This design comes from an exercise in tuning for small area on the open sky130 flow, not from production work. The RTL was checked by simulation tests, not by an equivalence proof against the original design.

==> flow/design.v (outline; a module is shown in full before it is edited, if it fits) <==
// module fa: 10 lines
// module pw_conv: 23 lines
// module ds_block_top: 1195 lines
module ds_block_top #(
    parameter int IMG_W  = 6,
    parameter int IMG_H  = 5,
    parameter int STRIDE = 1
) (
    input  wire                                    clk,
    input  wire                                    rstn,
    input  wire                                    in_valid,
    input  wire  [ds_pkg::NCH*ds_pkg::ACT_W-1:0]   in_pix,
    output logic                                   out_valid,
    output logic [ds_pkg::NOUT*ds_pkg::ACT_W-1:0]  out_pix
);
  // ...
==> flow/flow/run.sh <==
#!/bin/bash
# The standard layout, except that the port buffers are the smallest buffer
# (sky130_fd_sc_hd__buf_1) rather than the one buffer_ports picks by default.
set -euo pipefail
export BUFFER_PORTS_ARGS="-buffer_cell sky130_fd_sc_hd__buf_1"
bash standard.sh > standard.log 2>&1
==> flow/standard.sh <==
#!/bin/bash
# synth_recipe.tcl (not shown) runs the flow's synth.tcl, then flattens the netlist and writes it again
# the make line also repeats each setting of config.mk as NAME=value (left out here)
make -C /OpenROAD-flow-scripts/flow DESIGN_CONFIG=/design/flow/config.mk WORK_HOME=/design/flow/orfs CLKGATE_MAP_FILE= SYNTH_SCRIPT=/design/flow/synth_recipe.tcl "${@:-finish}"
==> flow/config.mk <==
export PLATFORM = sky130hd
export DESIGN_NAME = ds_block_top
export DESIGN_NICKNAME = ds_block_top
export VERILOG_FILES = /design/flow/design.v
export SDC_FILE = /design/flow/constraint.sdc
export NUM_CORES = 4
export LEC_CHECK = 0
export CAP_MARGIN = 20
export CORE_MARGIN = 2
export CORE_UTILIZATION = 40
export CTS_BUF_LIST = sky130_fd_sc_hd__clkbuf_16
export CTS_CLUSTER_DIAMETER = 120
export CTS_CLUSTER_SIZE = 24
export SLEW_MARGIN = 20
export SYNTH_HIERARCHICAL = 1
export SYNTH_MINIMUM_KEEP_SIZE = 0
==> flow/constraint.sdc <==
create_clock -name core_clock -period 8.0 [get_ports {clk}]
set_input_delay 1.6000 -clock core_clock [delete_from_list [all_inputs] [get_ports {clk}]]
set_output_delay 1.6000 -clock core_clock [all_outputs]
set_load 0.01 [all_outputs]
==> flow_summary.ini, run 1 <==
[global_routing]
grt_pass1_vias = 16408
met1_usage_pct = 23.2
met3_usage_pct = 2.12
top_usage_layer = met2
antenna_found_initial = 0

[timing]
worst_slack_ns = 0.687

[worst_setup_path]
crit_slowest_cell = a2111oi_4
critPathCapture = out_pix[7]
path_max_fanout = 11
required_ns = 6.40
crit_start = d0[1]

[final_layout]
n_antenna_cell = 0
nFillCells = 6320
buffer_area_share_pct = 1.49
drive_above_1_share_pct = 3.88
nets = 2556

[yosys]
synth_xor_area_share_pct = 1.73
synth_edf_count = 448

[outcome]
status = complete, no violations

[route]
routed_wl_um = 57900

[clock_network]
htreeDepth = 1
insertion_delay_ns = 0.60

[hold_path]
hold_depth = 0
==> module pw_conv, before the edit <==
module pw_conv (
    input  wire [14:0] d0,
    input  wire [14:0] d1,
    output logic [63:0] act
);
    logic signed [16:0] t;       
    logic signed [18:0] s0;
    logic signed [17:0] s1;
    logic signed [18:0] s2;
    logic signed [17:0] s3;
    assign t  = $signed({2'b00, d1}) - $signed({2'b00, d0});
    assign s0 = $signed({2'b00, d1, 2'b00}) - $signed({2'b00, d0, 2'b00}) - $signed({3'b000, d0, 1'b0});
    assign s1 = $signed({3'b000, d0}) - $signed({2'b000, d1, 1'b0});
    assign s2 = 19'sd5 * t;
    assign s3 = $signed({2'b00, d0, 1'b0}) - $signed({3'b000, d1});
    always_comb begin
        act = '0;
        act[10:0]  = s0[18] ? 11'd0 : s0[16:6];
        act[24:16] = s1[17] ? 9'd0  : s1[14:6];
        act[42:32] = s2[18] ? 11'd0 : s2[16:6];
        act[57:48] = s3[17] ? 10'd0 : s3[15:6];
    end
endmodule
==> run 2, diff against run 1 <==
--- a/flow/design.v
+++ b/flow/design.v
@@ -23,29 +23,33 @@
 `timescale 1ns/1ps
 `default_nettype none
 module pw_conv (
     input  wire [14:0] d0,
     input  wire [14:0] d1,
     output logic [63:0] act
 );
     logic signed [16:0] t;       
-    logic signed [18:0] s0;
-    logic signed [17:0] s1;
-    logic signed [18:0] s2;
-    logic signed [17:0] s3;
+    logic               tp;      
+    logic signed [18:0] xa;
+    logic        [14:0] xm;
+    logic signed [18:0] x;       
+    logic signed [18:0] s2;      
+    logic signed [17:0] s3;      
     assign t  = $signed({2'b00, d1}) - $signed({2'b00, d0});
-    assign s0 = $signed({2'b00, d1, 2'b00}) - $signed({2'b00, d0, 2'b00}) - $signed({3'b000, d0, 1'b0});
-    assign s1 = $signed({3'b000, d0}) - $signed({2'b000, d1, 1'b0});
-    assign s2 = 19'sd5 * t;
+    assign tp = (d1 >= d0);
+    assign xa = tp ? {t, 2'b00} : $signed({4'b0000, d0});
+    assign xm = tp ? d0 : d1;
+    assign x  = xa - $signed({3'b000, xm, 1'b0});
+    assign s2 = $signed({t, 2'b00}) + t;
     assign s3 = $signed({2'b00, d0, 1'b0}) - $signed({3'b000, d1});
     always_comb begin
         act = '0;
-        act[10:0]  = s0[18] ? 11'd0 : s0[16:6];
-        act[24:16] = s1[17] ? 9'd0  : s1[14:6];
+        act[10:0]  = (tp && !x[18]) ? x[16:6] : 11'd0;
+        act[24:16] = (!tp && !x[18]) ? x[14:6] : 9'd0;
         act[42:32] = s2[18] ? 11'd0 : s2[16:6];
         act[57:48] = s3[17] ? 10'd0 : s3[15:6];
     end
 endmodule
 `default_nettype wire
 `timescale 1ns/1ps
 `default_nettype none
 module ds_block_top #(
@@ -59,16 +63,20 @@
     input  wire  [ds_pkg::NCH*ds_pkg::ACT_W-1:0]   in_pix,
     output logic                                   out_valid,
     output logic [ds_pkg::NOUT*ds_pkg::ACT_W-1:0]  out_pix
 );
     logic [2:0]  col, row;
     logic [2:0]  ncol, nrow;
     logic        drain, adv, emit;
     logic        ok_l, ok_r, ok_t, ok_b;
+    assign ok_l = (col != 3'd1);
+    assign ok_r = (col != 3'd0);
+    assign ok_t = (col == 3'd0) ? (row != 3'd2) : (row != 3'd1);
+    assign ok_b = (col == 3'd0) ? (row != 3'd6) : (row != 3'd5);
     assign drain = (row == 3'd5) || (row == 3'd6);
     assign adv   = in_valid || drain;
     assign emit  = adv && (row != 3'd0) && !(row == 3'd1 && col == 3'd0);
     always_comb begin
         if (row == 3'd6) begin
             ncol = 3'd0;
             nrow = 3'd0;
         end else if (col == 3'd5) begin
@@ -78,27 +86,19 @@
             ncol = col + 3'd1;
             nrow = row;
         end
     end
     always_ff @(posedge clk or negedge rstn) begin
         if (!rstn) begin
             col   <= '0;
             row   <= '0;
-            ok_l  <= 1'b1;
-            ok_r  <= 1'b0;
-            ok_t  <= 1'b1;
-            ok_b  <= 1'b1;
         end else if (adv) begin
             col   <= ncol;
             row   <= nrow;
-            ok_l  <= (ncol != 3'd1);
-            ok_r  <= (ncol != 3'd0);
-            ok_t  <= (ncol == 3'd0) ? (nrow != 3'd2) : (nrow != 3'd1);
-            ok_b  <= (ncol == 3'd0) ? (nrow != 3'd6) : (nrow != 3'd5);
         end
     end
     logic [31:0] sr [1:14];
     always_ff @(posedge clk) begin
         if (adv) begin
             sr[1] <= in_pix;
             for (int i = 2; i <= 14; i++) sr[i] <= sr[i-1];
         end
@@ -887,84 +887,84 @@
     fa u_a_n67 (.a(na14[5]), .b(na12[2]), .c(na2[3]), .s(a_n67), .co(a_n68));
     fa u_a_n69 (.a(a7[3]), .b(a7[4]), .c(na6[4]), .s(a_n69), .co(a_n70));
     fa u_a_n71 (.a(na2[5]), .b(na1[5]), .c(a_n46), .s(a_n71), .co(a_n72));
     fa u_a_n73 (.a(na1[3]), .b(na14[1]), .c(a_n48), .s(a_n73), .co(a_n74));
     fa u_a_n75 (.a(a_n50), .b(a_n65), .c(a_n69), .s(a_n75), .co(a_n76));
     fa u_a_n77 (.a(a_n52), .b(a_n67), .c(a_n56), .s(a_n77), .co(a_n78));
     fa u_a_n79 (.a(a_n54), .b(a_n73), .c(a_n75), .s(a_n79), .co(a_n80));
     fa u_a_n81 (.a(a_n71), .b(na0[3]), .c(a_n77), .s(a_n81), .co(a_n82));
-    fa u_a_n83 (.a(a_n58), .b(a_n79), .c(~a_n60), .s(a_n83), .co(a_n84));
-    fa u_a_n85 (.a(~a_n81), .b(a_n62), .c(a_n83), .s(a_n85), .co(a_n86));
+    fa u_a_n83 (.a(a_n58), .b(a_n79), .c(a_n62), .s(a_n83), .co(a_n84));
+    fa u_a_n85 (.a(a_n60), .b(a_n81), .c(a_n64), .s(a_n85), .co(a_n86));
     fa u_a_n87 (.a(na14[3]), .b(na12[6]), .c(na8[6]), .s(a_n87), .co(a_n88));
     fa u_a_n89 (.a(na14[6]), .b(na12[3]), .c(na2[4]), .s(a_n89), .co(a_n90));
     fa u_a_n91 (.a(a7[4]), .b(a7[5]), .c(na6[5]), .s(a_n91), .co(a_n92));
     fa u_a_n93 (.a(na2[6]), .b(na1[6]), .c(a_n68), .s(a_n93), .co(a_n94));
     fa u_a_n95 (.a(na1[4]), .b(a_n66), .c(a_n70), .s(a_n95), .co(a_n96));
     fa u_a_n97 (.a(a_n87), .b(a_n91), .c(a_n74), .s(a_n97), .co(a_n98));
     fa u_a_n99 (.a(a_n89), .b(a_n72), .c(a_n93), .s(a_n99), .co(a_n100));
     fa u_a_n101 (.a(a_n76), .b(a_n95), .c(a_n97), .s(a_n101), .co(a_n102));
     fa u_a_n103 (.a(a_n78), .b(na0[4]), .c(a_n99), .s(a_n103), .co(a_n104));
     fa u_a_n105 (.a(a_n80), .b(~a_n82), .c(a_n101), .s(a_n105), .co(a_n106));
-    fa u_a_n107 (.a(~a_n103), .b(a_n84), .c(a_n105), .s(a_n107), .co(a_n108));
+    fa u_a_n107 (.a(~a_n103), .b(a_n105), .c(a_n84), .s(a_n107), .co(a_n108));
     fa u_a_n109 (.a(na14[4]), .b(na12[7]), .c(na8[7]), .s(a_n109), .co(a_n110));
     fa u_a_n111 (.a(na14[7]), .b(na12[4]), .c(na2[5]), .s(a_n111), .co(a_n112));
     fa u_a_n113 (.a(a7[5]), .b(a7[6]), .c(na6[6]), .s(a_n113), .co(a_n114));
     fa u_a_n115 (.a(na2[7]), .b(na1[7]), .c(a_n90), .s(a_n115), .co(a_n116));
     fa u_a_n117 (.a(na1[5]), .b(a_n88), .c(a_n92), .s(a_n117), .co(a_n118));
     fa u_a_n119 (.a(a_n109), .b(a_n113), .c(a_n96), .s(a_n119), .co(a_n120));
     fa u_a_n121 (.a(a_n111), .b(a_n94), .c(a_n115), .s(a_n121), .co(a_n122));
     fa u_a_n123 (.a(a_n117), .b(a_n98), .c(a_n119), .s(a_n123), .co(a_n124));
     fa u_a_n125 (.a(a_n100), .b(na0[5]), .c(a_n121), .s(a_n125), .co(a_n126));
     fa u_a_n127 (.a(a_n102), .b(a_n123), .c(a_n106), .s(a_n127), .co(a_n128));
-    fa u_a_n129 (.a(a_n104), .b(a_n125), .c(~a_n108), .s(a_n129), .co(a_n130));
+    fa u_a_n129 (.a(a_n104), .b(a_n125), .c(~a_n127), .s(a_n129), .co(a_n130));
     fa u_a_n131 (.a(na14[5]), .b(na12[8]), .c(na8[8]), .s(a_n131), .co(a_n132));
     fa u_a_n133 (.a(na14[8]), .b(na12[5]), .c(na2[6]), .s(a_n133), .co(a_n134));
     fa u_a_n135 (.a(a7[6]), .b(a7[7]), .c(na6[7]), .s(a_n135), .co(a_n136));
     fa u_a_n137 (.a(na2[8]), .b(na1[8]), .c(a_n112), .s(a_n137), .co(a_n138));
     fa u_a_n139 (.a(na1[6]), .b(a_n110), .c(a_n114), .s(a_n139), .co(a_n140));
     fa u_a_n141 (.a(a_n131), .b(a_n135), .c(a_n118), .s(a_n141), .co(a_n142));
     fa u_a_n143 (.a(a_n133), .b(a_n116), .c(a_n137), .s(a_n143), .co(a_n144));
     fa u_a_n145 (.a(a_n139), .b(a_n120), .c(a_n141), .s(a_n145), .co(a_n146));
     fa u_a_n147 (.a(a_n122), .b(na0[6]), .c(a_n143), .s(a_n147), .co(a_n148));
-    fa u_a_n149 (.a(a_n124), .b(~a_n126), .c(a_n145), .s(a_n149), .co(a_n150));
-    fa u_a_n151 (.a(~a_n147), .b(a_n149), .c(a_n128), .s(a_n151), .co(a_n152));
+    fa u_a_n149 (.a(a_n124), .b(a_n145), .c(a_n128), .s(a_n149), .co(a_n150));
+    fa u_a_n151 (.a(a_n126), .b(a_n147), .c(a_n130), .s(a_n151), .co(a_n152));
     fa u_a_n153 (.a(na14[6]), .b(na12[9]), .c(na8[9]), .s(a_n153), .co(a_n154));
     fa u_a_n155 (.a(na14[9]), .b(na12[6]), .c(na2[7]), .s(a_n155), .co(a_n156));
     fa u_a_n157 (.a(a7[7]), .b(a7[8]), .c(na6[8]), .s(a_n157), .co(a_n158));
     fa u_a_n159 (.a(na2[9]), .b(na1[9]), .c(a_n134), .s(a_n159), .co(a_n160));
     fa u_a_n161 (.a(na1[7]), .b(a_n132), .c(a_n136), .s(a_n161), .co(a_n162));
     fa u_a_n163 (.a(a_n153), .b(a_n157), .c(a_n140), .s(a_n163), .co(a_n164));
     fa u_a_n165 (.a(a_n155), .b(a_n138), .c(a_n159), .s(a_n165), .co(a_n166));
     fa u_a_n167 (.a(a_n161), .b(a_n142), .c(a_n163), .s(a_n167), .co(a_n168));
     fa u_a_n169 (.a(a_n144), .b(na0[7]), .c(a_n165), .s(a_n169), .co(a_n170));
-    fa u_a_n171 (.a(a_n146), .b(a_n167), .c(a_n150), .s(a_n171), .co(a_n172));
-    fa u_a_n173 (.a(a_n148), .b(a_n169), .c(~a_n171), .s(a_n173), .co(a_n174));
+    fa u_a_n171 (.a(a_n146), .b(~a_n148), .c(a_n167), .s(a_n171), .co(a_n172));
+    fa u_a_n173 (.a(~a_n169), .b(a_n171), .c(a_n150), .s(a_n173), .co(a_n174));
     fa u_a_n175 (.a(na14[7]), .b(na12[10]), .c(na8[10]), .s(a_n175), .co(a_n176));
     fa u_a_n177 (.a(na14[10]), .b(na12[7]), .c(na2[8]), .s(a_n177), .co(a_n178));
     fa u_a_n179 (.a(a7[8]), .b(a7[9]), .c(na6[9]), .s(a_n179), .co(a_n180));
     fa u_a_n181 (.a(na2[10]), .b(na1[10]), .c(a_n156), .s(a_n181), .co(a_n182));
     fa u_a_n183 (.a(na1[8]), .b(a_n154), .c(a_n158), .s(a_n183), .co(a_n184));
     fa u_a_n185 (.a(a_n175), .b(a_n179), .c(a_n162), .s(a_n185), .co(a_n186));
     fa u_a_n187 (.a(a_n177), .b(a_n160), .c(a_n181), .s(a_n187), .co(a_n188));
     fa u_a_n189 (.a(a_n183), .b(a_n164), .c(a_n185), .s(a_n189), .co(a_n190));
     fa u_a_n191 (.a(a_n166), .b(na0[8]), .c(a_n187), .s(a_n191), .co(a_n192));
-    fa u_a_n193 (.a(a_n168), .b(~a_n170), .c(a_n189), .s(a_n193), .co(a_n194));
-    fa u_a_n195 (.a(~a_n191), .b(a_n193), .c(a_n172), .s(a_n195), .co(a_n196));
+    fa u_a_n193 (.a(a_n168), .b(a_n189), .c(a_n172), .s(a_n193), .co(a_n194));
+    fa u_a_n195 (.a(a_n170), .b(a_n191), .c(~a_n193), .s(a_n195), .co(a_n196));
     fa u_a_n197 (.a(na14[8]), .b(na12[11]), .c(na8[11]), .s(a_n197), .co(a_n198));
     fa u_a_n199 (.a(na14[11]), .b(na12[8]), .c(na2[9]), .s(a_n199), .co(a_n200));
     fa u_a_n201 (.a(a7[9]), .b(a7[10]), .c(na6[10]), .s(a_n201), .co(a_n202));
     fa u_a_n203 (.a(na2[11]), .b(na1[11]), .c(a_n178), .s(a_n203), .co(a_n204));
     fa u_a_n205 (.a(na1[9]), .b(a_n176), .c(a_n180), .s(a_n205), .co(a_n206));
     fa u_a_n207 (.a(a_n197), .b(a_n201), .c(a_n184), .s(a_n207), .co(a_n208));
     fa u_a_n209 (.a(a_n199), .b(a_n182), .c(a_n203), .s(a_n209), .co(a_n210));
     fa u_a_n211 (.a(a_n205), .b(a_n186), .c(a_n207), .s(a_n211), .co(a_n212));
     fa u_a_n213 (.a(a_n188), .b(na0[9]), .c(a_n209), .s(a_n213), .co(a_n214));
     fa u_a_n215 (.a(a_n190), .b(a_n211), .c(a_n194), .s(a_n215), .co(a_n216));
-    fa u_a_n217 (.a(a_n192), .b(a_n213), .c(~a_n215), .s(a_n217), .co(a_n218));
+    fa u_a_n217 (.a(a_n192), .b(a_n213), .c(a_n196), .s(a_n217), .co(a_n218));
     fa u_a_n219 (.a(na14[9]), .b(na12[12]), .c(na8[12]), .s(a_n219), .co(a_n220));
     fa u_a_n221 (.a(na14[12]), .b(na12[9]), .c(na2[10]), .s(a_n221), .co(a_n222));
     fa u_a_n223 (.a(a7[10]), .b(a7[11]), .c(na6[11]), .s(a_n223), .co(a_n224));
     fa u_a_n225 (.a(na2[12]), .b(na1[12]), .c(a_n200), .s(a_n225), .co(a_n226));
     fa u_a_n227 (.a(na1[10]), .b(a_n198), .c(a_n202), .s(a_n227), .co(a_n228));
     fa u_a_n229 (.a(a_n219), .b(a_n223), .c(a_n206), .s(a_n229), .co(a_n230));
     fa u_a_n231 (.a(a_n221), .b(a_n204), .c(a_n225), .s(a_n231), .co(a_n232));
     fa u_a_n233 (.a(a_n227), .b(a_n208), .c(a_n229), .s(a_n233), .co(a_n234));
@@ -986,53 +986,53 @@
     fa u_a_n265 (.a(na14[14]), .b(na12[11]), .c(na2[12]), .s(a_n265), .co(a_n266));
     fa u_a_n267 (.a(a7[12]), .b(a7[13]), .c(na6[13]), .s(a_n267), .co(a_n268));
     fa u_a_n269 (.a(na2[14]), .b(na1[14]), .c(a_n244), .s(a_n269), .co(a_n270));
     fa u_a_n271 (.a(na1[12]), .b(a_n242), .c(a_n246), .s(a_n271), .co(a_n272));
     fa u_a_n273 (.a(a_n263), .b(a_n267), .c(a_n250), .s(a_n273), .co(a_n274));
     fa u_a_n275 (.a(a_n265), .b(a_n248), .c(a_n269), .s(a_n275), .co(a_n276));
     fa u_a_n277 (.a(a_n271), .b(a_n252), .c(a_n273), .s(a_n277), .co(a_n278));
     fa u_a_n279 (.a(a_n254), .b(na0[12]), .c(a_n275), .s(a_n279), .co(a_n280));
-    fa u_a_n281 (.a(a_n256), .b(~a_n258), .c(a_n277), .s(a_n281), .co(a_n282));
-    fa u_a_n283 (.a(~a_n279), .b(a_n281), .c(a_n260), .s(a_n283), .co(a_n284));
+    fa u_a_n281 (.a(a_n256), .b(a_n277), .c(a_n260), .s(a_n281), .co(a_n282));
+    fa u_a_n283 (.a(a_n258), .b(a_n279), .c(a_n262), .s(a_n283), .co(a_n284));
     fa u_a_n285 (.a(na12[12]), .b(na12[15]), .c(na8[15]), .s(a_n285), .co(a_n286));
     fa u_a_n287 (.a(na14[15]), .b(a7[13]), .c(a7[14]), .s(a_n287), .co(a_n288));
     fa u_a_n289 (.a(na6[14]), .b(na2[15]), .c(na1[13]), .s(a_n289), .co(a_n290));
     fa u_a_n291 (.a(na2[13]), .b(na14[12]), .c(a_n266), .s(a_n291), .co(a_n292));
     fa u_a_n293 (.a(na1[15]), .b(a_n264), .c(a_n268), .s(a_n293), .co(a_n294));
     fa u_a_n295 (.a(a_n287), .b(a_n289), .c(a_n272), .s(a_n295), .co(a_n296));
     fa u_a_n297 (.a(a_n285), .b(a_n270), .c(a_n291), .s(a_n297), .co(a_n298));
     fa u_a_n299 (.a(a_n293), .b(a_n274), .c(a_n295), .s(a_n299), .co(a_n300));
     fa u_a_n301 (.a(a_n276), .b(na0[13]), .c(a_n297), .s(a_n301), .co(a_n302));
-    fa u_a_n303 (.a(a_n278), .b(a_n299), .c(a_n282), .s(a_n303), .co(a_n304));
-    fa u_a_n305 (.a(a_n280), .b(a_n301), .c(~a_n303), .s(a_n305), .co(a_n306));
+    fa u_a_n303 (.a(a_n278), .b(~a_n280), .c(a_n299), .s(a_n303), .co(a_n304));
+    fa u_a_n305 (.a(~a_n301), .b(a_n303), .c(a_n282), .s(a_n305), .co(a_n306));
     fa u_a_n307 (.a(na12[13]), .b(a7[15]), .c(na6[15]), .s(a_n307), .co(a_n308));
     fa u_a_n309 (.a(a7[14]), .b(na1[14]), .c(na14[12]), .s(a_n309), .co(a_n310));
     fa u_a_n311 (.a(na2[14]), .b(na14[13]), .c(a_n286), .s(a_n311), .co(a_n312));
     fa u_a_n313 (.a(a_n288), .b(a_n290), .c(a_n309), .s(a_n313), .co(a_n314));
     fa u_a_n315 (.a(a_n307), .b(a_n292), .c(a_n311), .s(a_n315), .co(a_n316));
     fa u_a_n317 (.a(a_n294), .b(a_n313), .c(a_n296), .s(a_n317), .co(a_n318));
     fa u_a_n319 (.a(a_n298), .b(na0[14]), .c(a_n315), .s(a_n319), .co(a_n320));
-    fa u_a_n321 (.a(a_n300), .b(a_n317), .c(~a_n302), .s(a_n321), .co(a_n322));
-    fa u_a_n323 (.a(~a_n319), .b(a_n321), .c(a_n304), .s(a_n323), .co(a_n324));
+    fa u_a_n321 (.a(a_n300), .b(a_n317), .c(a_n304), .s(a_n321), .co(a_n322));
+    fa u_a_n323 (.a(a_n302), .b(a_n319), .c(~a_n321), .s(a_n323), .co(a_n324));
     fa u_a_n325 (.a(na12[14]), .b(a7[15]), .c(na1[15]), .s(a_n325), .co(a_n326));
     fa u_a_n327 (.a(na2[15]), .b(na14[13]), .c(a_n310), .s(a_n327), .co(a_n328));
     fa u_a_n329 (.a(na14[14]), .b(a_n308), .c(a_n325), .s(a_n329), .co(a_n330));
     fa u_a_n331 (.a(a_n312), .b(a_n329), .c(a_n316), .s(a_n331), .co(a_n332));
     fa u_a_n333 (.a(a_n314), .b(a_n327), .c(na0[15]), .s(a_n333), .co(a_n334));
     fa u_a_n335 (.a(a_n318), .b(a_n333), .c(a_n322), .s(a_n335), .co(a_n336));
-    fa u_a_n337 (.a(a_n320), .b(a_n331), .c(~a_n335), .s(a_n337), .co(a_n338));
-    fa u_a_n339 (.a(~na14[15]), .b(na12[15]), .c(na14[14]), .s(a_n339), .co(a_n340));
-    fa u_a_n341 (.a(~a_n326), .b(a_n339), .c(a_n328), .s(a_n341), .co(a_n342));
-    fa u_a_n343 (.a(a_n330), .b(~a_n341), .c(a_n332), .s(a_n343), .co(a_n344));
+    fa u_a_n337 (.a(a_n320), .b(a_n331), .c(a_n324), .s(a_n337), .co(a_n338));
+    fa u_a_n339 (.a(na12[15]), .b(na14[14]), .c(a_n328), .s(a_n339), .co(a_n340));
+    fa u_a_n341 (.a(na14[15]), .b(a_n326), .c(a_n330), .s(a_n341), .co(a_n342));
+    fa u_a_n343 (.a(~a_n339), .b(a_n341), .c(a_n332), .s(a_n343), .co(a_n344));
     fa u_a_n345 (.a(a_n334), .b(~a_n343), .c(a_n336), .s(a_n345), .co(a_n346));
-    fa u_a_n347 (.a(1'b1), .b(a_n340), .c(a_n342), .s(a_n347), .co(a_n348));
+    fa u_a_n347 (.a(1'b1), .b(a_n340), .c(~a_n342), .s(a_n347), .co(a_n348));
     assign a_n349 = a_n347 ^ ~a_n344;
     assign a_n350 = a_n347 & ~a_n344;
-    assign sa = {1'b1, a_n348, a_n349, ~a_n338, a_n324, ~a_n306, a_n284, ~a_n262, a_n240, ~a_n218, a_n196, ~a_n174, a_n152, ~a_n130, a_n127, a_n86, ~a_n64, a_n61, a_n41, ~a_n25, a_n11, a_n3} + {1'b0, a_n350, a_n346, a_n345, ~a_n337, a_n323, ~a_n305, a_n283, ~a_n261, a_n239, ~a_n217, a_n195, ~a_n173, a_n151, ~a_n129, a_n107, a_n85, ~a_n63, ~a_n43, 1'b0, a_n9, ~a_n1};
+    assign sa = {1'b1, a_n348, a_n349, a_n345, a_n335, ~a_n323, a_n305, a_n281, ~a_n261, a_n239, a_n215, ~a_n195, a_n173, a_n149, a_n108, ~a_n86, a_n83, a_n61, a_n41, ~a_n25, a_n11, a_n3} + {1'b0, a_n350, a_n346, ~a_n338, ~a_n337, a_n306, ~a_n284, ~a_n283, a_n240, ~a_n218, ~a_n217, a_n174, ~a_n152, ~a_n151, ~a_n129, a_n107, ~a_n85, ~a_n63, ~a_n43, 1'b0, a_n9, ~a_n1};
     fa u_b_n1 (.a(nb13[0]), .b(nb6[0]), .c(nb2[0]), .s(b_n1), .co(b_n2));
     assign b_n3 = nb12[0] ^ ~b_n1;
     assign b_n4 = nb12[0] & ~b_n1;
     fa u_b_n5 (.a(nb13[0]), .b(nb13[1]), .c(nb8[0]), .s(b_n5), .co(b_n6));
     fa u_b_n7 (.a(b7[0]), .b(nb6[1]), .c(nb2[1]), .s(b_n7), .co(b_n8));
     fa u_b_n9 (.a(b_n2), .b(b_n5), .c(b_n7), .s(b_n9), .co(b_n10));
     fa u_b_n11 (.a(nb12[1]), .b(b_n4), .c(~b_n9), .s(b_n11), .co(b_n12));
     fa u_b_n13 (.a(nb14[0]), .b(nb12[0]), .c(nb12[2]), .s(b_n13), .co(b_n14));
@@ -1044,196 +1044,196 @@
     assign b_n25 = ~b_n19 ^ ~b_n21;
     assign b_n26 = ~b_n19 & ~b_n21;
     fa u_b_n27 (.a(nb13[2]), .b(nb13[3]), .c(nb8[2]), .s(b_n27), .co(b_n28));
     fa u_b_n29 (.a(nb12[1]), .b(nb12[3]), .c(nb2[0]), .s(b_n29), .co(b_n30));
     fa u_b_n31 (.a(b7[1]), .b(b7[2]), .c(nb6[3]), .s(b_n31), .co(b_n32));
     fa u_b_n33 (.a(nb2[3]), .b(nb14[1]), .c(b_n16), .s(b_n33), .co(b_n34));
     fa u_b_n35 (.a(b_n18), .b(b_n27), .c(b_n31), .s(b_n35), .co(b_n36));
     fa u_b_n37 (.a(b_n20), .b(b_n33), .c(b_n35), .s(b_n37), .co(b_n38));
-    fa u_b_n39 (.a(b_n14), .b(b_n29), .c(~b_n22), .s(b_n39), .co(b_n40));
-    fa u_b_n41 (.a(nb0[3]), .b(b_n26), .c(b_n24), .s(b_n41), .co(b_n42));
-    fa u_b_n43 (.a(nb0[0]), .b(b_n37), .c(~b_n39), .s(b_n43), .co(b_n44));
+    fa u_b_n39 (.a(b_n14), .b(b_n29), .c(nb0[3]), .s(b_n39), .co(b_n40));
+    fa u_b_n41 (.a(b_n22), .b(nb0[0]), .c(b_n37), .s(b_n41), .co(b_n42));
+    fa u_b_n43 (.a(b_n26), .b(b_n24), .c(b_n39), .s(b_n43), .co(b_n44));
     fa u_b_n45 (.a(nb13[3]), .b(nb13[4]), .c(nb8[3]), .s(b_n45), .co(b_n46));
     fa u_b_n47 (.a(nb12[2]), .b(nb12[4]), .c(nb2[1]), .s(b_n47), .co(b_n48));
     fa u_b_n49 (.a(b7[2]), .b(b7[3]), .c(nb6[4]), .s(b_n49), .co(b_n50));
     fa u_b_n51 (.a(nb2[4]), .b(nb14[2]), .c(b_n28), .s(b_n51), .co(b_n52));
     fa u_b_n53 (.a(nb14[1]), .b(b_n30), .c(b_n47), .s(b_n53), .co(b_n54));
     fa u_b_n55 (.a(b_n32), .b(b_n45), .c(b_n49), .s(b_n55), .co(b_n56));
     fa u_b_n57 (.a(b_n34), .b(b_n36), .c(b_n51), .s(b_n57), .co(b_n58));
     fa u_b_n59 (.a(b_n55), .b(nb0[1]), .c(b_n38), .s(b_n59), .co(b_n60));
-    fa u_b_n61 (.a(b_n53), .b(nb0[4]), .c(~b_n57), .s(b_n61), .co(b_n62));
-    fa u_b_n63 (.a(b_n40), .b(b_n61), .c(b_n42), .s(b_n63), .co(b_n64));
-    assign b_n65 = ~b_n59 ^ ~b_n44;
-    assign b_n66 = ~b_n59 & ~b_n44;
+    fa u_b_n61 (.a(b_n53), .b(nb0[4]), .c(b_n40), .s(b_n61), .co(b_n62));
+    fa u_b_n63 (.a(b_n57), .b(b_n42), .c(b_n59), .s(b_n63), .co(b_n64));
+    fa u_b_n65 (.a(b_n44), .b(b_n61), .c(~b_n63), .s(b_n65), .co(b_n66));
     fa u_b_n67 (.a(nb14[3]), .b(nb12[3]), .c(nb12[5]), .s(b_n67), .co(b_n68));
     fa u_b_n69 (.a(nb13[4]), .b(nb13[5]), .c(nb8[4]), .s(b_n69), .co(b_n70));
     fa u_b_n71 (.a(b7[3]), .b(b7[4]), .c(nb6[5]), .s(b_n71), .co(b_n72));
     fa u_b_n73 (.a(nb2[2]), .b(nb14[2]), .c(b_n48), .s(b_n73), .co(b_n74));
     fa u_b_n75 (.a(nb2[5]), .b(b_n46), .c(b_n50), .s(b_n75), .co(b_n76));
     fa u_b_n77 (.a(b_n69), .b(b_n71), .c(b_n52), .s(b_n77), .co(b_n78));
     fa u_b_n79 (.a(b_n67), .b(b_n54), .c(b_n73), .s(b_n79), .co(b_n80));
     fa u_b_n81 (.a(b_n56), .b(b_n75), .c(b_n58), .s(b_n81), .co(b_n82));
     fa u_b_n83 (.a(b_n77), .b(nb0[2]), .c(b_n60), .s(b_n83), .co(b_n84));
     fa u_b_n85 (.a(nb0[5]), .b(b_n79), .c(b_n62), .s(b_n85), .co(b_n86));
-    fa u_b_n87 (.a(b_n81), .b(b_n83), .c(~b_n85), .s(b_n87), .co(b_n88));
-    fa u_b_n89 (.a(b_n66), .b(b_n64), .c(~b_n87), .s(b_n89), .co(b_n90));
+    fa u_b_n87 (.a(b_n81), .b(b_n64), .c(b_n83), .s(b_n87), .co(b_n88));
+    fa u_b_n89 (.a(b_n85), .b(b_n66), .c(~b_n87), .s(b_n89), .co(b_n90));
     fa u_b_n91 (.a(nb14[4]), .b(nb12[4]), .c(nb12[6]), .s(b_n91), .co(b_n92));
     fa u_b_n93 (.a(nb13[5]), .b(nb13[6]), .c(nb8[5]), .s(b_n93), .co(b_n94));
     fa u_b_n95 (.a(b7[4]), .b(b7[5]), .c(nb6[6]), .s(b_n95), .co(b_n96));
     fa u_b_n97 (.a(nb2[6]), .b(b_n70), .c(b_n72), .s(b_n97), .co(b_n98));
     fa u_b_n99 (.a(nb2[3]), .b(b_n68), .c(b_n91), .s(b_n99), .co(b_n100));
     fa u_b_n101 (.a(b_n93), .b(b_n95), .c(b_n76), .s(b_n101), .co(b_n102));
     fa u_b_n103 (.a(b_n74), .b(b_n99), .c(b_n80), .s(b_n103), .co(b_n104));
     fa u_b_n105 (.a(b_n97), .b(b_n78), .c(b_n101), .s(b_n105), .co(b_n106));
     fa u_b_n107 (.a(nb0[3]), .b(b_n82), .c(b_n105), .s(b_n107), .co(b_n108));
-    fa u_b_n109 (.a(nb0[6]), .b(b_n103), .c(b_n86), .s(b_n109), .co(b_n110));
-    fa u_b_n111 (.a(b_n84), .b(b_n107), .c(b_n88), .s(b_n111), .co(b_n112));
-    fa u_b_n113 (.a(b_n109), .b(b_n90), .c(~b_n111), .s(b_n113), .co(b_n114));
+    fa u_b_n109 (.a(nb0[6]), .b(b_n103), .c(~b_n84), .s(b_n109), .co(b_n110));
+    fa u_b_n111 (.a(b_n86), .b(b_n109), .c(b_n90), .s(b_n111), .co(b_n112));
+    assign b_n113 = ~b_n107 ^ ~b_n88;
+    assign b_n114 = ~b_n107 & ~b_n88;
     fa u_b_n115 (.a(nb14[5]), .b(nb12[5]), .c(nb12[7]), .s(b_n115), .co(b_n116));
     fa u_b_n117 (.a(nb13[6]), .b(nb13[7]), .c(nb8[6]), .s(b_n117), .co(b_n118));
     fa u_b_n119 (.a(b7[5]), .b(b7[6]), .c(nb6[7]), .s(b_n119), .co(b_n120));
     fa u_b_n121 (.a(nb2[7]), .b(b_n94), .c(b_n96), .s(b_n121), .co(b_n122));
     fa u_b_n123 (.a(nb2[4]), .b(b_n92), .c(b_n115), .s(b_n123), .co(b_n124));
     fa u_b_n125 (.a(b_n117), .b(b_n119), .c(b_n98), .s(b_n125), .co(b_n126));
     fa u_b_n127 (.a(b_n121), .b(b_n102), .c(b_n125), .s(b_n127), .co(b_n128));
     fa u_b_n129 (.a(b_n100), .b(b_n123), .c(nb0[7]), .s(b_n129), .co(b_n130));
     fa u_b_n131 (.a(nb0[4]), .b(b_n106), .c(b_n127), .s(b_n131), .co(b_n132));
-    fa u_b_n133 (.a(b_n104), .b(b_n129), .c(~b_n108), .s(b_n133), .co(b_n134));
-    fa u_b_n135 (.a(~b_n131), .b(b_n110), .c(b_n133), .s(b_n135), .co(b_n136));
-    assign b_n137 = ~b_n112 ^ b_n135;
-    assign b_n138 = ~b_n112 & b_n135;
+    fa u_b_n133 (.a(b_n104), .b(b_n129), .c(b_n110), .s(b_n133), .co(b_n134));
+    fa u_b_n135 (.a(b_n108), .b(b_n131), .c(~b_n114), .s(b_n135), .co(b_n136));
+    fa u_b_n137 (.a(b_n133), .b(~b_n135), .c(b_n112), .s(b_n137), .co(b_n138));
     fa u_b_n139 (.a(nb14[6]), .b(nb12[6]), .c(nb12[8]), .s(b_n139), .co(b_n140));
     fa u_b_n141 (.a(nb13[7]), .b(nb13[8]), .c(nb8[7]), .s(b_n141), .co(b_n142));
     fa u_b_n143 (.a(b7[6]), .b(b7[7]), .c(nb6[8]), .s(b_n143), .co(b_n144));
     fa u_b_n145 (.a(nb2[8]), .b(b_n118), .c(b_n120), .s(b_n145), .co(b_n146));
     fa u_b_n147 (.a(nb2[5]), .b(b_n116), .c(b_n139), .s(b_n147), .co(b_n148));
     fa u_b_n149 (.a(b_n141), .b(b_n143), .c(b_n122), .s(b_n149), .co(b_n150));
     fa u_b_n151 (.a(b_n145), .b(b_n126), .c(b_n149), .s(b_n151), .co(b_n152));
     fa u_b_n153 (.a(b_n124), .b(b_n147), .c(nb0[8]), .s(b_n153), .co(b_n154));
     fa u_b_n155 (.a(nb0[5]), .b(b_n128), .c(b_n151), .s(b_n155), .co(b_n156));
     fa u_b_n157 (.a(b_n130), .b(b_n153), .c(~b_n132), .s(b_n157), .co(b_n158));
-    fa u_b_n159 (.a(~b_n155), .b(b_n134), .c(b_n157), .s(b_n159), .co(b_n160));
-    fa u_b_n161 (.a(b_n136), .b(b_n159), .c(b_n138), .s(b_n161), .co(b_n162));
+    fa u_b_n159 (.a(~b_n155), .b(b_n157), .c(b_n134), .s(b_n159), .co(b_n160));
+    assign b_n161 = ~b_n136 ^ b_n159;
+    assign b_n162 = ~b_n136 & b_n159;
     fa u_b_n163 (.a(nb14[7]), .b(nb12[7]), .c(nb12[9]), .s(b_n163), .co(b_n164));
     fa u_b_n165 (.a(nb13[8]), .b(nb13[9]), .c(nb8[8]), .s(b_n165), .co(b_n166));
     fa u_b_n167 (.a(b7[7]), .b(b7[8]), .c(nb6[9]), .s(b_n167), .co(b_n168));
     fa u_b_n169 (.a(nb2[9]), .b(b_n142), .c(b_n144), .s(b_n169), .co(b_n170));
     fa u_b_n171 (.a(nb2[6]), .b(b_n140), .c(b_n163), .s(b_n171), .co(b_n172));
     fa u_b_n173 (.a(b_n165), .b(b_n167), .c(b_n146), .s(b_n173), .co(b_n174));
     fa u_b_n175 (.a(b_n169), .b(b_n150), .c(b_n173), .s(b_n175), .co(b_n176));
     fa u_b_n177 (.a(b_n148), .b(b_n171), .c(nb0[9]), .s(b_n177), .co(b_n178));
     fa u_b_n179 (.a(nb0[6]), .b(b_n152), .c(b_n175), .s(b_n179), .co(b_n180));
-    fa u_b_n181 (.a(b_n154), .b(b_n177), .c(~b_n156), .s(b_n181), .co(b_n182));
-    fa u_b_n183 (.a(~b_n179), .b(b_n158), .c(b_n181), .s(b_n183), .co(b_n184));
-    assign b_n185 = b_n160 ^ b_n183;
-    assign b_n186 = b_n160 & b_n183;
+    fa u_b_n181 (.a(b_n154), .b(b_n177), .c(b_n158), .s(b_n181), .co(b_n182));
+    fa u_b_n183 (.a(b_n156), .b(b_n179), .c(~b_n181), .s(b_n183), .co(b_n184));
+    fa u_b_n185 (.a(b_n160), .b(~b_n183), .c(b_n162), .s(b_n185), .co(b_n186));
     fa u_b_n187 (.a(nb14[8]), .b(nb12[8]), .c(nb12[10]), .s(b_n187), .co(b_n188));
     fa u_b_n189 (.a(nb13[9]), .b(nb13[10]), .c(nb8[9]), .s(b_n189), .co(b_n190));
     fa u_b_n191 (.a(b7[8]), .b(b7[9]), .c(nb6[10]), .s(b_n191), .co(b_n192));
     fa u_b_n193 (.a(nb2[10]), .b(b_n166), .c(b_n168), .s(b_n193), .co(b_n194));
     fa u_b_n195 (.a(nb2[7]), .b(b_n164), .c(b_n187), .s(b_n195), .co(b_n196));
     fa u_b_n197 (.a(b_n189), .b(b_n191), .c(b_n170), .s(b_n197), .co(b_n198));
     fa u_b_n199 (.a(b_n193), .b(b_n174), .c(b_n197), .s(b_n199), .co(b_n200));
     fa u_b_n201 (.a(b_n172), .b(b_n195), .c(nb0[10]), .s(b_n201), .co(b_n202));
     fa u_b_n203 (.a(nb0[7]), .b(b_n176), .c(b_n199), .s(b_n203), .co(b_n204));
     fa u_b_n205 (.a(b_n178), .b(b_n201), .c(~b_n180), .s(b_n205), .co(b_n206));
-    fa u_b_n207 (.a(~b_n203), .b(b_n182), .c(b_n205), .s(b_n207), .co(b_n208));
-    fa u_b_n209 (.a(b_n184), .b(b_n207), .c(b_n186), .s(b_n209), .co(b_n210));
+    fa u_b_n207 (.a(~b_n203), .b(b_n205), .c(b_n182), .s(b_n207), .co(b_n208));
+    assign b_n209 = b_n207 ^ ~b_n184;
+    assign b_n210 = b_n207 & ~b_n184;
     fa u_b_n211 (.a(nb14[9]), .b(nb12[9]), .c(nb12[11]), .s(b_n211), .co(b_n212));
     fa u_b_n213 (.a(nb13[10]), .b(nb13[11]), .c(nb8[10]), .s(b_n213), .co(b_n214));
     fa u_b_n215 (.a(b7[9]), .b(b7[10]), .c(nb6[11]), .s(b_n215), .co(b_n216));
     fa u_b_n217 (.a(nb2[11]), .b(b_n190), .c(b_n192), .s(b_n217), .co(b_n218));
     fa u_b_n219 (.a(nb2[8]), .b(b_n188), .c(b_n211), .s(b_n219), .co(b_n220));
     fa u_b_n221 (.a(b_n213), .b(b_n215), .c(b_n194), .s(b_n221), .co(b_n222));
     fa u_b_n223 (.a(b_n217), .b(b_n198), .c(b_n221), .s(b_n223), .co(b_n224));
     fa u_b_n225 (.a(b_n196), .b(b_n219), .c(nb0[11]), .s(b_n225), .co(b_n226));
     fa u_b_n227 (.a(nb0[8]), .b(b_n200), .c(b_n223), .s(b_n227), .co(b_n228));
-    fa u_b_n229 (.a(b_n202), .b(b_n225), .c(~b_n204), .s(b_n229), .co(b_n230));
-    fa u_b_n231 (.a(~b_n227), .b(b_n206), .c(b_n229), .s(b_n231), .co(b_n232));
-    assign b_n233 = b_n208 ^ b_n231;
-    assign b_n234 = b_n208 & b_n231;
+    fa u_b_n229 (.a(b_n202), .b(b_n225), .c(b_n206), .s(b_n229), .co(b_n230));
+    fa u_b_n231 (.a(b_n204), .b(b_n227), .c(~b_n229), .s(b_n231), .co(b_n232));
+    fa u_b_n233 (.a(b_n208), .b(~b_n231), .c(b_n210), .s(b_n233), .co(b_n234));
     fa u_b_n235 (.a(nb14[10]), .b(nb12[10]), .c(nb12[12]), .s(b_n235), .co(b_n236));
     fa u_b_n237 (.a(nb13[11]), .b(nb13[12]), .c(nb8[11]), .s(b_n237), .co(b_n238));
     fa u_b_n239 (.a(b7[10]), .b(b7[11]), .c(nb6[12]), .s(b_n239), .co(b_n240));
     fa u_b_n241 (.a(nb2[12]), .b(b_n214), .c(b_n216), .s(b_n241), .co(b_n242));
     fa u_b_n243 (.a(nb2[9]), .b(b_n212), .c(b_n235), .s(b_n243), .co(b_n244));
     fa u_b_n245 (.a(b_n237), .b(b_n239), .c(b_n218), .s(b_n245), .co(b_n246));
     fa u_b_n247 (.a(b_n241), .b(b_n222), .c(b_n245), .s(b_n247), .co(b_n248));
     fa u_b_n249 (.a(b_n220), .b(b_n243), .c(nb0[12]), .s(b_n249), .co(b_n250));
     fa u_b_n251 (.a(nb0[9]), .b(b_n224), .c(b_n247), .s(b_n251), .co(b_n252));
     fa u_b_n253 (.a(b_n226), .b(b_n249), .c(~b_n228), .s(b_n253), .co(b_n254));
-    fa u_b_n255 (.a(~b_n251), .b(b_n230), .c(b_n253), .s(b_n255), .co(b_n256));
-    fa u_b_n257 (.a(b_n232), .b(b_n255), .c(b_n234), .s(b_n257), .co(b_n258));
+    fa u_b_n255 (.a(~b_n251), .b(b_n253), .c(b_n230), .s(b_n255), .co(b_n256));
+    assign b_n257 = b_n255 ^ ~b_n232;
+    assign b_n258 = b_n255 & ~b_n232;
     fa u_b_n259 (.a(nb14[11]), .b(nb12[11]), .c(nb12[13]), .s(b_n259), .co(b_n260));
     fa u_b_n261 (.a(nb13[12]), .b(nb13[13]), .c(nb8[12]), .s(b_n261), .co(b_n262));
     fa u_b_n263 (.a(b7[11]), .b(b7[12]), .c(nb6[13]), .s(b_n263), .co(b_n264));
     fa u_b_n265 (.a(nb2[13]), .b(b_n238), .c(b_n240), .s(b_n265), .co(b_n266));
     fa u_b_n267 (.a(nb2[10]), .b(b_n236), .c(b_n259), .s(b_n267), .co(b_n268));
     fa u_b_n269 (.a(b_n261), .b(b_n263), .c(b_n242), .s(b_n269), .co(b_n270));
     fa u_b_n271 (.a(b_n265), .b(b_n246), .c(b_n269), .s(b_n271), .co(b_n272));
     fa u_b_n273 (.a(b_n244), .b(b_n267), .c(nb0[13]), .s(b_n273), .co(b_n274));
     fa u_b_n275 (.a(nb0[10]), .b(b_n248), .c(b_n271), .s(b_n275), .co(b_n276));
-    fa u_b_n277 (.a(b_n250), .b(b_n273), .c(~b_n252), .s(b_n277), .co(b_n278));
-    fa u_b_n279 (.a(~b_n275), .b(b_n254), .c(b_n277), .s(b_n279), .co(b_n280));
-    assign b_n281 = b_n256 ^ b_n279;
-    assign b_n282 = b_n256 & b_n279;
+    fa u_b_n277 (.a(b_n250), .b(b_n273), .c(b_n254), .s(b_n277), .co(b_n278));
+    fa u_b_n279 (.a(b_n252), .b(b_n275), .c(~b_n277), .s(b_n279), .co(b_n280));
+    fa u_b_n281 (.a(b_n256), .b(~b_n279), .c(b_n258), .s(b_n281), .co(b_n282));
     fa u_b_n283 (.a(nb14[12]), .b(nb12[12]), .c(nb12[14]), .s(b_n283), .co(b_n284));
     fa u_b_n285 (.a(nb13[13]), .b(nb13[14]), .c(nb8[13]), .s(b_n285), .co(b_n286));
     fa u_b_n287 (.a(b7[12]), .b(b7[13]), .c(nb6[14]), .s(b_n287), .co(b_n288));
     fa u_b_n289 (.a(nb2[14]), .b(b_n262), .c(b_n264), .s(b_n289), .co(b_n290));
     fa u_b_n291 (.a(nb2[11]), .b(b_n260), .c(b_n283), .s(b_n291), .co(b_n292));
     fa u_b_n293 (.a(b_n285), .b(b_n287), .c(b_n266), .s(b_n293), .co(b_n294));
     fa u_b_n295 (.a(b_n289), .b(b_n270), .c(b_n293), .s(b_n295), .co(b_n296));
     fa u_b_n297 (.a(b_n268), .b(b_n291), .c(nb0[14]), .s(b_n297), .co(b_n298));
     fa u_b_n299 (.a(nb0[11]), .b(b_n272), .c(b_n295), .s(b_n299), .co(b_n300));
     fa u_b_n301 (.a(b_n274), .b(b_n297), .c(~b_n276), .s(b_n301), .co(b_n302));
-    fa u_b_n303 (.a(~b_n299), .b(b_n278), .c(b_n301), .s(b_n303), .co(b_n304));
-    fa u_b_n305 (.a(b_n280), .b(b_n303), .c(b_n282), .s(b_n305), .co(b_n306));
+    fa u_b_n303 (.a(~b_n299), .b(b_n301), .c(b_n278), .s(b_n303), .co(b_n304));
+    assign b_n305 = b_n303 ^ ~b_n280;
+    assign b_n306 = b_n303 & ~b_n280;
     fa u_b_n307 (.a(nb13[14]), .b(nb12[15]), .c(nb8[14]), .s(b_n307), .co(b_n308));
     fa u_b_n309 (.a(nb13[15]), .b(nb12[13]), .c(nb6[15]), .s(b_n309), .co(b_n310));
     fa u_b_n311 (.a(b7[13]), .b(b7[14]), .c(nb14[13]), .s(b_n311), .co(b_n312));
     fa u_b_n313 (.a(nb2[12]), .b(nb2[15]), .c(b_n284), .s(b_n313), .co(b_n314));
     fa u_b_n315 (.a(b_n286), .b(b_n288), .c(b_n307), .s(b_n315), .co(b_n316));
     fa u_b_n317 (.a(b_n309), .b(b_n292), .c(b_n313), .s(b_n317), .co(b_n318));
     fa u_b_n319 (.a(b_n311), .b(b_n290), .c(b_n315), .s(b_n319), .co(b_n320));
     fa u_b_n321 (.a(b_n294), .b(nb0[12]), .c(nb0[15]), .s(b_n321), .co(b_n322));
     fa u_b_n323 (.a(b_n319), .b(b_n296), .c(b_n321), .s(b_n323), .co(b_n324));
     fa u_b_n325 (.a(b_n317), .b(b_n298), .c(~b_n300), .s(b_n325), .co(b_n326));
     fa u_b_n327 (.a(~b_n323), .b(b_n302), .c(b_n325), .s(b_n327), .co(b_n328));
-    assign b_n329 = b_n304 ^ b_n327;
-    assign b_n330 = b_n304 & b_n327;
+    assign b_n329 = b_n327 ^ b_n304;
+    assign b_n330 = b_n327 & b_n304;
     fa u_b_n331 (.a(nb14[14]), .b(nb13[15]), .c(nb12[14]), .s(b_n331), .co(b_n332));
     fa u_b_n333 (.a(nb8[15]), .b(b7[15]), .c(nb2[13]), .s(b_n333), .co(b_n334));
     fa u_b_n335 (.a(b7[14]), .b(b_n308), .c(b_n312), .s(b_n335), .co(b_n336));
     fa u_b_n337 (.a(nb14[13]), .b(b_n310), .c(b_n331), .s(b_n337), .co(b_n338));
     fa u_b_n339 (.a(b_n333), .b(b_n314), .c(b_n337), .s(b_n339), .co(b_n340));
     fa u_b_n341 (.a(b_n316), .b(b_n335), .c(nb0[13]), .s(b_n341), .co(b_n342));
-    fa u_b_n343 (.a(b_n318), .b(~b_n320), .c(b_n339), .s(b_n343), .co(b_n344));
-    fa u_b_n345 (.a(b_n322), .b(b_n341), .c(b_n324), .s(b_n345), .co(b_n346));
-    fa u_b_n347 (.a(b_n343), .b(b_n326), .c(~b_n345), .s(b_n347), .co(b_n348));
-    fa u_b_n349 (.a(b_n328), .b(b_n347), .c(b_n330), .s(b_n349), .co(b_n350));
+    fa u_b_n343 (.a(b_n320), .b(b_n322), .c(b_n341), .s(b_n343), .co(b_n344));
+    fa u_b_n345 (.a(b_n318), .b(b_n339), .c(~b_n324), .s(b_n345), .co(b_n346));
+    fa u_b_n347 (.a(b_n326), .b(b_n345), .c(b_n328), .s(b_n347), .co(b_n348));
+    fa u_b_n349 (.a(~b_n343), .b(b_n347), .c(b_n330), .s(b_n349), .co(b_n350));
     fa u_b_n351 (.a(b7[15]), .b(nb2[14]), .c(b_n332), .s(b_n351), .co(b_n352));
-    fa u_b_n353 (.a(nb14[15]), .b(nb12[15]), .c(~b_n334), .s(b_n353), .co(b_n354));
-    fa u_b_n355 (.a(b_n336), .b(b_n353), .c(nb0[14]), .s(b_n355), .co(b_n356));
-    fa u_b_n357 (.a(b_n338), .b(b_n351), .c(b_n340), .s(b_n357), .co(b_n358));
-    fa u_b_n359 (.a(b_n342), .b(~b_n344), .c(b_n355), .s(b_n359), .co(b_n360));
-    fa u_b_n361 (.a(~b_n357), .b(b_n359), .c(b_n346), .s(b_n361), .co(b_n362));
-    assign b_n363 = b_n348 ^ ~b_n361;
-    assign b_n364 = b_n348 & ~b_n361;
+    fa u_b_n353 (.a(nb14[15]), .b(nb12[15]), .c(b_n336), .s(b_n353), .co(b_n354));
+    fa u_b_n355 (.a(b_n334), .b(b_n338), .c(b_n351), .s(b_n355), .co(b_n356));
+    fa u_b_n357 (.a(b_n353), .b(nb0[14]), .c(b_n342), .s(b_n357), .co(b_n358));
+    fa u_b_n359 (.a(b_n340), .b(b_n355), .c(~b_n344), .s(b_n359), .co(b_n360));
+    fa u_b_n361 (.a(~b_n357), .b(b_n346), .c(b_n359), .s(b_n361), .co(b_n362));
+    assign b_n363 = b_n361 ^ b_n348;
+    assign b_n364 = b_n361 & b_n348;
     fa u_b_n365 (.a(nb2[15]), .b(b_n352), .c(~b_n354), .s(b_n365), .co(b_n366));
-    fa u_b_n367 (.a(b_n365), .b(nb0[15]), .c(b_n358), .s(b_n367), .co(b_n368));
-    fa u_b_n369 (.a(b_n356), .b(b_n360), .c(~b_n367), .s(b_n369), .co(b_n370));
-    fa u_b_n371 (.a(b_n369), .b(b_n362), .c(~b_n364), .s(b_n371), .co(b_n372));
+    fa u_b_n367 (.a(b_n356), .b(nb0[15]), .c(b_n365), .s(b_n367), .co(b_n368));
+    fa u_b_n369 (.a(b_n367), .b(b_n360), .c(b_n362), .s(b_n369), .co(b_n370));
+    fa u_b_n371 (.a(~b_n358), .b(b_n369), .c(b_n364), .s(b_n371), .co(b_n372));
     fa u_b_n373 (.a(nb2[15]), .b(b_n366), .c(b_n368), .s(b_n373), .co(b_n374));
-    assign b_n375 = ~b_n370 ^ b_n373;
-    assign b_n376 = ~b_n370 & b_n373;
+    assign b_n375 = b_n373 ^ b_n370;
+    assign b_n376 = b_n373 & b_n370;
     assign b_n377 = ~nb2[15] ^ b_n374;
     assign b_n378 = ~nb2[15] & b_n374;
-    assign sb = {1'b1, b_n377, b_n375, ~b_n371, b_n363, b_n349, b_n329, b_n305, b_n281, b_n257, b_n233, b_n209, b_n185, b_n161, b_n137, b_n113, b_n89, b_n65, b_n41, b_n25, nb0[1], b_n3} + {b_n378, b_n376, ~b_n372, 1'b0, b_n350, 1'b0, b_n306, 1'b0, b_n258, 1'b0, b_n210, 1'b0, b_n162, 1'b0, b_n114, 1'b0, 1'b0, b_n63, ~b_n43, b_n23, b_n11, nb0[0]};
+    assign sb = {1'b1, b_n377, b_n375, b_n371, b_n363, b_n349, b_n329, b_n305, b_n281, b_n257, b_n233, b_n209, b_n185, b_n161, b_n137, b_n113, b_n89, b_n65, ~b_n41, b_n25, nb0[1], b_n3} + {b_n378, b_n376, b_n372, 1'b0, b_n350, 1'b0, b_n306, b_n282, 1'b0, b_n234, 1'b0, b_n186, 1'b0, b_n138, 1'b0, b_n111, 1'b0, 1'b0, b_n43, b_n23, b_n11, nb0[0]};
     always_ff @(posedge clk) begin
         d0 <= sa[21] ? 15'd0 : sa[20:6];
         d1 <= sb[21] ? 15'd0 : sb[20:6];
     end
     always_ff @(posedge clk or negedge rstn) begin
         if (!rstn) out_valid <= 1'b0;
         else       out_valid <= emit;
     end
==> flow/flow/run.sh (replaced) <==
#!/bin/bash
# The standard layout with two changes: the port buffers are the smallest
# buffer (sky130_fd_sc_hd__buf_1) rather than the one buffer_ports picks by
# default, and clock tree synthesis adds no dummy loads. The clustering
# settings repeat config.mk's. The constant outputs share one tie cell.
set -euo pipefail
export BUFFER_PORTS_ARGS="-buffer_cell sky130_fd_sc_hd__buf_1"
export SKIP_REPAIR_TIE_FANOUT=1
export CTS_ARGS="-sink_clustering_enable -repair_clock_nets -sink_clustering_size 8 -sink_clustering_max_diameter 60 -buf_list sky130_fd_sc_hd__clkbuf_4 -dont_use_dummy_load"
bash standard.sh > standard.log 2>&1
==> flow/config.mk (replaced) <==
export PLATFORM = sky130hd
export DESIGN_NAME = ds_block_top
export DESIGN_NICKNAME = ds_block_top
export VERILOG_FILES = /design/flow/design.v
export SDC_FILE = /design/flow/constraint.sdc
export NUM_CORES = 4
export LEC_CHECK = 0
export CAP_MARGIN = 20
export CORE_MARGIN = 2
export CORE_UTILIZATION = 40
export CTS_BUF_LIST = sky130_fd_sc_hd__clkbuf_4
export CTS_CLUSTER_DIAMETER = 60
export CTS_CLUSTER_SIZE = 8
export SLEW_MARGIN = 20
export SYNTH_HIERARCHICAL = 1
export SYNTH_MINIMUM_KEEP_SIZE = 0
==> flow_summary.ini, run 2 <==
[outcome]
status = complete, no violations

[worst_setup_path]
arrival_ns = 8.29
end_kind = flop
required_ns = 8.65
path_max_fanout = 16
rr_worst_depth = 27
worst_setup_path_start_kind = flop
rrSetupSlack_ns = 0.36
r2r-start = col[2]
r2r-end = d1[14]
critPathKind = reg2reg

[final_layout]
reg_top3 = sr x448, d0 x15, d1 x15
fin_util_pct = 43.3
drive_above_1_share_pct = 6.86
layout_commonest_cell = edfxtp_1
post-route-cell-area_um2 = 29200
final_cell_mix = edfxtp_1, fa_1, nand2_1, inv_1, nor2_1
largest_reg_flops = 448
register_area_um2 = 14200
multi_input_area_um2 = 12300
nFillCells = 6049
largest-register = sr
nets = 2457
syn_to_final_growth_pct = 6.96

[yosys]
synth_cell_types = 73
yosysWarnings = 9
synth-seq-area-share_pct = 52.2
syn_area_um2 = 27300
yosys_most_used_dff = edfxtp_1
synth_area_leaders = edfxtp_1, fa_1, ha_1
ys_seq_elements = 485
synth_edf_count = 448
avgSynthCellArea_um2 = 14.7
ys_async_sr_fraction_pct = 1.44
synth_common_cells = edfxtp_1, fa_1, nand2_1
syn_inst = 1859
synth_top_cell_area_share_pct = 49.3
yosysMostFrequentCell = edfxtp_1
yosys.area.top_type = edfxtp_1

[route]
drc = 0
wl_per_cell_um = 19.6
ant_nets = 0
via_count = 14492
routed_wl_um = 55700
via_per_inst = 5.09
drt_first_iter_violations = 1180
dr.pass1.iters = 5

[clock_network]
root_buffer = clkbuf_4
clk_path_buf_depth = 3
cts_hold_buf = 0
insertion_delay_ns = 0.83
cts.clk_slew.worst_paths_ns = 0.09
cts_buffers = 73
cts_tree = yes
htreeDepth = 3
cts.sinks = 485

[timing]
worst_slack_ns = 0.363
layout_min_cycle_time_ns = 7.64
period_share_pct = 95.5
setup_viol = 0
drv_slew = 0
relSlewSlack_pct = 35.1
max_freq_mhz = 131
whs_ns = 0.377
fin_worst_skew_ns = 0.107
worst_slew_pin_slew_ns = 0.973
final.setup.tns_ns = 0
hold_viol = 0

[global_routing]
gr-total-overflow = 0
antenna_found_initial = 2
grt_pass1_wl_um = 89100
grt_max_degree = 207
grt_pass1_vias = 15859
grt_usage_pct = 16.5

[hold_path]
min_to = sr[11][3]
min_from = sr[10][3]
min_path_type = reg2reg
hold_depth = 0

[placed_design]
place_ws_ns = 0.169
dp_hpwl_um = 42400
place_area_um2 = 28500
io_buffers = 76
gp_congestion = 0.885

[floorplan]
chipWidth_um = 265
rows = 95
die_h_um = 265
die_area_um2 = 70300
io_pins = 100
start_util_pct = 40.5
core_um2 = 67400

[flow_run]
drv_cap = 0
[run 2: changes by cell type in the layout (fill, tap and decap cells not counted), sizes merged, moves of 14 or more]
| cell | previous run | this run |
|---|---|---|
| clkbuf | 25 | 73 |
| inv | 160 | 117 |
| nor2 | 66 | 107 |
| ha | 128 | 101 |
| conb | 24 | 2 |
| and2 | 29 | 9 |
| nor3 | 39 | 21 |
| nand2 | 261 | 275 |
[run 2: kinds of logic (layout without fill, tap and decap cells)]
kind of cell / after synthesis / in the layout / synth area share [%]
muxes: 2 / 2 / 0.0826
AOI/OAI and AO/OA: 199 / 199 / 5.06
DFF: 485 / 485 / 52.2
other: 2 / 7 / 0.0275
xor gates and xnor gates: 58 / 58 / 1.89
buffers and inverters: 179 / 288 / 2.84
and+or+nand+nor: 482 / 482 / 7.54
adders and majority gates: 452 / 452 / 30.4
[run 2: final cells by class]
cell class	instances	share of cell area, %
multi-input combinational	1195	42.2
clock buffer	73	1.88
timing repair buffer	97	1.78
antenna	5	0.0429
inverter	118	1.53
sequential	485	48.8
tap	873	3.74
[run 2: metal layers]
metal | vias up | share of wire (%) | track usage (%)
li1 | 6593 | - | -
met1 | 7442 | 48 | 24.2
met2 | 366 | 44 | 24.7
met3 | 91 | 5.5 | 3.30
met4 | 0 | 2.3 | 5.37
met5 | - | 0 | 0
[run 2: modules after synthesis, one instance, submodules excluded]
module | cells inside | flip-flops and latches
ds_block_top | 1078 | 485
pw_conv | 431 | 0
fa | 1 | 0
[run 2: worst max path at each step]
stage	slack, ns	endpoint	start	cells after the start
floorplan	-0.93	sr[10][0]	in_valid	2
global placement	0.38	d1[7]	col[2]	27
detailed placement	0.17	d1[7]	col[2]	27
CTS	0.05	d1[7]	col[2]	27
global route	-0.002	d1[14]	col[2]	27
finish	0.36	d1[14]	col[2]	27
[run 2: worst max-delay path, cell delays in order, from the launching register on]
cell	delay, ns
dfrtp_2	0.44
or3_4	0.41
nand2_1	0.10
nor2_1	0.04
a21oi_1	0.14
or2_2	0.16
buf_8	0.18
nand2_2	0.11
fa_1	0.46
fa_1	0.45
fa_1	0.53
fa_1	0.43
fa_1	0.41
inv_1	0.08
fa_1	0.42
fa_1	0.42
fa_1	0.38
ha_1	0.21
fa_1	0.36
ha_1	0.35
and4_1	0.21
nor2b_1	0.15
o21a_1	0.18
nor2_1	0.16
o31ai_4	0.13
xnor2_4	0.17
buf_4	0.16
nor4_2	0.25
[run 2: what timing repair did]
| action | in CTS | in global routing |
|---|---|---|
| endpoints found under the setup margin | 0 | 20 |
| gates resized for setup | 0 | 13 |
| buffers inserted | 0 | 3 |
[run 2: stage by stage]
stage / std cells
after global routing: 2846
after CTS: 2837
final: 2846
after floorplan: 1859
after global placement: 2764
after detailed placement: 2764

==> re-timing with driven ports <==
In the flow no input, the clock included, has a driving cell. The finished layouts below were timed again as built, in two steps. Step 1 (the two cells are an assumption about what drives the block):
set clk [get_ports {clk}]
set_driving_cell -lib_cell sky130_fd_sc_hd__clkbuf_16 $clk
set_driving_cell -lib_cell sky130_fd_sc_hd__buf_2 [delete_from_list [all_inputs] $clk]
Step 2 adds t to the input delays and takes it off the output delays; t is the mean of the earliest and latest rising clock arrival at the registers after step 1. Input paths then give back, and output paths get back, about the clock's delay inside the block. Slacks: no drivers / after step 1 / after step 2; pairs: no drivers / after step 1.
| run | t (ns) | slack for setup (ns) | worst setup path after step 2 |
|---|---|---|---|
| run 1 | 0.647 | 0.687 / 0.618 / 0.982 | register to register |
| run 2 | 0.826 | 0.363 / 0.363 / 0.363 | register to register |
After both steps setup and hold are still met in every run listed.
